Source: an optimization exercise on an open RTL-to-GDS flow (aim: small area and a short achievable clock period). Production flows keep margins and buffers that such runs may drop.
The RTL was checked by simulation tests, not by an equivalence proof against the original design.
Power is estimated from default activity; no workload was simulated.

// pkt_capture_top
module pkt_capture_top (
    input  wire         clk,
    input  wire         reset,
    input  wire  [31:0] i_base_addr,
    input  wire         i_rx_valid,
    input  wire         i_rx_first,
    input  wire         i_rx_last,
    input  wire  [2:0]  i_rx_last_bytes,
    input  wire  [31:0] i_rx_data,
    input  wire         i_ts_set,
    input  wire  [31:0] i_ts_sec,
    input  wire  [31:0] i_ts_nsec,
    output logic [31:0] o_av_address,
    output logic [31:0] o_av_writedata,
    output logic        o_av_write,
    output logic [2:0]  o_av_burstcount,
    input  wire         i_av_waitrequest,
    output logic [15:0] o_drop_count,
    output logic        o_record_done
);
    logic [31:0] ts_sec;
    logic [29:0] ts_nsec;
    logic        ts_wrap;    
    always_ff @(posedge clk) begin
        if (!reset) begin
            ts_sec  <= '0;
            ts_nsec <= '0;
            ts_wrap <= 1'b0;
        end else if (i_ts_set) begin
            ts_sec  <= i_ts_sec;
            ts_nsec <= i_ts_nsec[29:0];
            ts_wrap <= (i_ts_nsec[29:0] >= 30'd999_999_980);
        end else if (ts_wrap) begin
            ts_wrap <= 1'b0;     
            ts_sec  <= ts_sec + 1'b1;
            ts_nsec <= ts_nsec - 30'd999_999_980;
        end else begin
            ts_nsec <= ts_nsec + 30'd20;
            ts_wrap <= (ts_nsec >= 30'd999_999_960);
        end
    end
    logic [6:0]  fill;       
    logic [3:0]  dfill;      
    logic [7:0]  wa, wb;     
    logic [7:0]  rfa, rfb;   
    logic [7:0]  dwo;        
    logic [7:0]  dro;        
    logic        dpend;      
    logic        full;
    logic        dfull;
    logic        room_ok;
  ...
make LEC_CHECK=0 CAP_MARGIN=20 CORE_MARGIN=2 CORE_UTILIZATION=50 CTS_CLUSTER_DIAMETER=90 CTS_CLUSTER_SIZE=25 PLACE_DENSITY=0.7 SETUP_SLACK_MARGIN=4.4 SLEW_MARGIN=20 TNS_END_PERCENT=20 finish   # period 7.0 ns
run.sh (not shown) runs the stock make flow with config.mk's settings and CLKGATE_MAP_FILE= SYNTH_SCRIPT=/design/flow/synth_recipe.tcl, a recipe that flattens the netlist after the stock synthesis.
Next try:
--- a/flow/design.v
+++ b/flow/design.v
@@ -115,18 +115,22 @@
                     d_sec[i]  <= ts_sec;
                     d_nsec[i] <= ts_nsec;
                 end
                 d_wc[i] <= i_rx_first ? 4'd0 : wc;
                 d_lb[i] <= i_rx_last_bytes[1:0];
             end
         end
     end
     logic        busy;       
+    logic [31:2] addr, addr_new, addr_q;
+    logic [31:0] wd, wd_new;
+    logic [2:0]  bcnt, bcnt_new;
+    logic        wd_ld, bcnt_ld, addr_ld;
     logic [29:0] nsec_q;
     logic [3:0]  wc_q;       
     logic [1:0]  lb_q;
     logic [6:0]  len;        
     logic [4:0]  rec_left;   
     logic [1:0]  blft;       
     logic [1:0]  hdr;
     logic        dphase;
     logic        acc;
@@ -215,19 +219,18 @@
             endcase
             dpend <= dpush;
         end
     end
     always_ff @(posedge clk) begin
         if (!reset) begin
             busy          <= 1'b0;
             o_av_write    <= 1'b0;
             o_record_done <= 1'b0;
-            o_av_address  <= i_base_addr;
             dro           <= 8'd1;
             rfa           <= 8'd1;
             rfb           <= 8'd1;
         end else begin
             o_record_done <= 1'b0;
             if (dpop || refill) begin
                 rfa <= {rfa[6:0], rfa[7]};
                 if (rfa[7]) begin
                     rfb <= {rfb[6:0], rfb[7]};
@@ -235,57 +238,71 @@
             end
             if (!busy) begin
                 if (d_vis) begin
                     busy       <= 1'b1;
                     o_av_write <= 1'b1;
                     dro        <= {dro[6:0], dro[7]};
                 end
             end else if (acc) begin
                 if (blft == 2'd0) begin
-                    o_av_address <= o_av_address + {27'b0, o_av_burstcount, 2'b00};
                     if (rec_left == 5'd1) begin
                         busy          <= 1'b0;
                         o_av_write    <= 1'b0;
                         o_record_done <= 1'b1;
                     end
                 end
             end
         end
     end
+    always_comb begin
+        wd_ld    = !busy || acc;
+        bcnt_ld  = !busy || (acc && blft == 2'd0);
+        addr_ld  = !reset || (busy && acc && blft == 2'd0);
+        bcnt_new = busy ? bc_next : 3'd4;
+        addr_new = reset ? addr + 30'(bcnt) : i_base_addr[31:2];
+        if (!busy) begin
+            wd_new = h_sec;
+        end else if (!dphase && hdr == 2'd0) begin
+            wd_new = {2'b00, nsec_q};
+        end else if (!dphase && hdr != 2'd3) begin
+            wd_new = {25'b0, len};
+        end else begin
+            wd_new = nxt;
+        end
+    end
+    always_ff @(posedge clk) begin
+        wd              <= wd_ld   ? wd_new   : o_av_writedata;
+        bcnt            <= bcnt_ld ? bcnt_new : o_av_burstcount;
+        addr            <= addr_ld ? addr_new : addr_q;
+        o_av_writedata  <= wd_ld   ? wd_new   : wd;
+        o_av_burstcount <= bcnt_ld ? bcnt_new : bcnt;
+        addr_q          <= addr_ld ? addr_new : addr;
+    end
+    assign o_av_address = {addr_q, 2'b00};
     always_ff @(posedge clk) begin
         if (!busy || refill) begin
             nxt <= fetch;
         end
         if (!busy) begin
-            o_av_writedata  <= h_sec;
             nsec_q          <= h_nsec;
             wc_q            <= h_wc;
             lb_q            <= h_lb;
             rec_left        <= 5'(h_wc) + 5'd5;
             blft            <= 2'd3;
-            o_av_burstcount <= 3'd4;
             hdr             <= '0;
             dphase          <= 1'b0;
         end else if (acc) begin
             rec_left <= rec_left - 1'b1;
             blft     <= blft - 1'b1;
             if (!dphase) begin
                 hdr <= hdr + 1'b1;
                 if (hdr == 2'd3) begin
                     dphase <= 1'b1;
                 end
             end
-            if (!dphase && hdr == 2'd0) begin
-                o_av_writedata <= {2'b00, nsec_q};
-            end else if (!dphase && hdr != 2'd3) begin
-                o_av_writedata <= {25'b0, len};
-            end else begin
-                o_av_writedata <= nxt;
-            end
             if (blft == 2'd0) begin
-                o_av_burstcount <= bc_next;
-                blft            <= 2'(bc_next - 3'd1);
+                blft <= 2'(bc_next - 3'd1);
             end
         end
     end
 endmodule
 `default_nettype wire
=>
- hold slack is worse by 0.067 ns
- clock-buffer cell count rises by 4
- total power went up by a few percent
- clock skew is about the same
- non-clock buffer count is lower by 30
- cell area came out higher by a few percent
- global-route usage drops by 0.41 points
- first-iteration DRC count came out lower by a few percent
- setup slack gets better by 0.11 ns

========
pkt_capture_top, a different RTL version from the one above (not shown whole).
Size: ~6300 cells after synthesis, roughly 110000 sq um of cells after synthesis.
export LEC_CHECK = 0
export CAP_MARGIN = 20
export CORE_MARGIN = 2
export CORE_UTILIZATION = 40
export CTS_CLUSTER_DIAMETER = 90
export CTS_CLUSTER_SIZE = 25
export SETUP_SLACK_MARGIN = 4.4
export SLEW_MARGIN = 20
export TNS_END_PERCENT = 20
create_clock -name core_clock -period 7.0 [get_ports {clk}]
The starting point went through all stages and came out clean.
Change:
--- a/flow/design.v
+++ b/flow/design.v
@@ -39,29 +39,26 @@
         end else begin
             ts_nsec <= ts_nsec + 30'd20;
             ts_wrap <= (ts_nsec >= 30'd999_999_960);
         end
     end
     logic [6:0]  fill;       
     logic [3:0]  dfill;      
-    logic [8:0]  wa;         
-    logic [6:0]  wb;
-    logic [8:0]  rfa;        
-    logic [6:0]  rfb;
-    logic [5:0]  phys;       
+    logic [7:0]  wa, wb;     
+    logic [7:0]  rfa, rfb;   
     logic [7:0]  dwo;        
     logic [7:0]  dro;        
     logic        dpend;      
     logic        full;
     logic        dfull;
     logic        room_ok;
     logic        room_d;     
     logic        room_q;     
     logic        d_vis;
-    assign full    = (phys == 6'd63) && !dpop;
+    assign full    = fill[6];
     assign dfull   = dfill[3];
     assign room_ok = room_d && room_q;
     assign d_vis   = (dfill != 4'd0) && !(dfill == 4'd1 && dpend);
     logic        keep_pkt;
     logic        in_pkt;     
     logic [3:0]  wc;         
     logic        keep_word;
@@ -72,45 +69,45 @@
     assign dpush     = push && i_rx_last;
     always_ff @(posedge clk) begin
         if (!reset) begin
             keep_pkt     <= 1'b0;
             in_pkt       <= 1'b0;
             wc           <= '0;
             o_drop_count <= '0;
-            wa           <= 9'd1;
-            wb           <= 7'd1;
+            wa           <= 8'd1;
+            wb           <= 8'd1;
             dwo          <= 8'd1;
         end else if (i_rx_valid) begin
             wc     <= i_rx_first ? 4'd1 : wc + 1'b1;
             in_pkt <= keep_word && !i_rx_last;
             if (i_rx_first) begin
                 keep_pkt <= room_ok;
                 if (!room_ok) begin
                     o_drop_count <= o_drop_count + 1'b1;
                 end
             end
             if (keep_word) begin
-                wa <= {wa[7:0], wa[8]};
-                if (wa[8]) begin
-                    wb <= {wb[5:0], wb[6]};
+                wa <= {wa[6:0], wa[7]};
+                if (wa[7]) begin
+                    wb <= {wb[6:0], wb[7]};
                 end
                 if (i_rx_last) begin
                     dwo <= {dwo[6:0], dwo[7]};
                 end
             end
         end
     end
-    logic [31:0] mem   [63];
+    logic [31:0] mem   [64];
     logic [31:0] d_sec [8];
     logic [29:0] d_nsec[8];
     logic [3:0]  d_wc  [8];      
     logic [1:0]  d_lb  [8];      
     always_ff @(posedge clk) begin
-        for (int i = 0; i < 63; i++) begin
-            if (!full && wb[i / 9] && wa[i % 9]) begin
+        for (int i = 0; i < 64; i++) begin
+            if (!full && wb[i / 8] && wa[i % 8]) begin
                 mem[i] <= i_rx_data;
             end
         end
     end
     always_ff @(posedge clk) begin
         for (int i = 0; i < 8; i++) begin
             if (!dfull && dwo[i]) begin
@@ -144,15 +141,15 @@
     logic [3:0]  h_wc;
     logic [1:0]  h_lb;
     logic [2:0]  bc_next;
     logic [31:0] fetch;
     logic [31:0] nxt;        
     logic        load_data;  
     logic        refill;     
-    logic [31:0] fetch_grp [7];
+    logic [31:0] fetch_grp [8];
     assign acc  = busy && !i_av_waitrequest;
     assign pop  = acc && dphase;
     assign dpop = !busy && d_vis;
     assign load_data = acc && (dphase ? (rec_left != 5'd1) : (hdr == 2'd3));
     assign refill    = load_data && (rec_left != 5'd2);
     always_comb begin
         h_sec  = '0;
@@ -164,18 +161,18 @@
             h_nsec = h_nsec | (d_nsec[i] & {30{dro[i]}});
             h_wc   = h_wc   | (d_wc[i]   & {4{dro[i]}});
             h_lb   = h_lb   | (d_lb[i]   & {2{dro[i]}});
         end
     end
     always_comb begin
         fetch = '0;
-        for (int b = 0; b < 7; b++) begin
+        for (int b = 0; b < 8; b++) begin
             fetch_grp[b] = '0;
-            for (int a = 0; a < 9; a++) begin
-                fetch_grp[b] = fetch_grp[b] | (mem[9*b+a] & {32{rfa[a]}});
+            for (int a = 0; a < 8; a++) begin
+                fetch_grp[b] = fetch_grp[b] | (mem[8*b+a] & {32{rfa[a]}});
             end
             fetch = fetch | (fetch_grp[b] & {32{rfb[b]}});
         end
     end
     logic [6:0] fill_inc, fill_dec;
     logic [3:0] dfill_inc, dfill_dec;
     assign fill_inc  = fill + 1'b1;
@@ -187,21 +184,15 @@
     always_ff @(posedge clk) begin
         if (!reset) begin
             fill   <= '0;
             dfill  <= '0;
             dpend  <= 1'b0;
             room_d <= 1'b1;
             room_q <= 1'b1;
-            phys   <= '0;
         end else begin
-            case ({push, dpop || refill})
-                2'b10:   phys <= phys + 1'b1;
-                2'b01:   phys <= phys - 1'b1;
-                default: phys <= phys;
-            endcase
             case ({push, pop})
                 2'b10: begin
                     fill   <= fill_inc;
                     room_d <= (fill <= 7'd47);
                 end
                 2'b01: begin
                     fill   <= fill_dec;
@@ -231,22 +222,22 @@
     end
     always_ff @(posedge clk) begin
         if (!reset) begin
             busy          <= 1'b0;
             o_av_write    <= 1'b0;
             o_record_done <= 1'b0;
             dro           <= 8'd1;
-            rfa           <= 9'd1;
-            rfb           <= 7'd1;
+            rfa           <= 8'd1;
+            rfb           <= 8'd1;
         end else begin
             o_record_done <= 1'b0;
             if (dpop || refill) begin
-                rfa <= {rfa[7:0], rfa[8]};
-                if (rfa[8]) begin
-                    rfb <= {rfb[5:0], rfb[6]};
+                rfa <= {rfa[6:0], rfa[7]};
+                if (rfa[7]) begin
+                    rfb <= {rfb[6:0], rfb[7]};
                 end
             end
             if (!busy) begin
                 if (d_vis) begin
                     busy       <= 1'b1;
                     o_av_write <= 1'b1;
                     dro        <= {dro[6:0], dro[7]};
@@ -293,15 +284,15 @@
         end
         if (!busy) begin
             nsec_q          <= h_nsec;
             wc_q            <= h_wc;
             lb_q            <= h_lb;
             rec_left        <= 5'(h_wc) + 5'd5;
             blft            <= 2'd3;
- hdr             <= '0;
+            hdr             <= '0;
             dphase          <= 1'b0;
         end else if (acc) begin
             rec_left <= rec_left - 1'b1;
             blft     <= blft - 1'b1;
             if (!dphase) begin
                 hdr <= hdr + 1'b1;
                 if (hdr == 2'd3) begin
Result:
- routed wire length drops by 9.5%
- fmax rose by 17%
- worst setup slack gets better by 470 ps
- non-clock buffer count came out lower by 202
- synthesized cell count climbs by 1.6%

[port drivers added, routing unchanged]
No port has a modelled driver above. Below, the same layouts with a new extraction and two added sets of constraints. Step 1, drivers: a clkbuf_16 drives clk and a buf_2 each remaining input, both assumed. Step 2 also shifts input and output timing later by t, the mid clock arrival at the registers, as if the neighbouring blocks saw the same clock. Three values: ideal, step 1, step 2; two values: the first two.
| run | t, ns | setup WS [ns] | worst hold slack (ns) | slew at the worst register clock pin (ns) | worst slew at a driven data input, ns |
|---|---|---|---|---|---|
| the first run of note 1 | 0.901 | 4.107 / 4.024 / 3.369 | 0.492 / 0.492 / 0.492 | 0.11 / 0.11 | 0.18 |
| the second run of note 1 | 0.918 | 4.219 / 4.127 / 3.509 | 0.424 / 0.424 / 0.424 | 0.11 / 0.11 | 0.20 |
| the first run of note 2 | 0.930 | 3.741 / 3.741 / 3.301 | 0.424 / 0.424 / 0.424 | 0.10 / 0.10 | 0.16 |
| the second run of note 2 | 0.919 | 4.216 / 4.139 / 3.348 | 0.421 / 0.421 / 0.421 | 0.10 / 0.10 | 0.23 |
After both steps setup and hold are still met in every run listed. The setup slack of the second run of note 2, which loses most, moves by -0.077 ns with the drivers and by -0.868 ns with both steps.
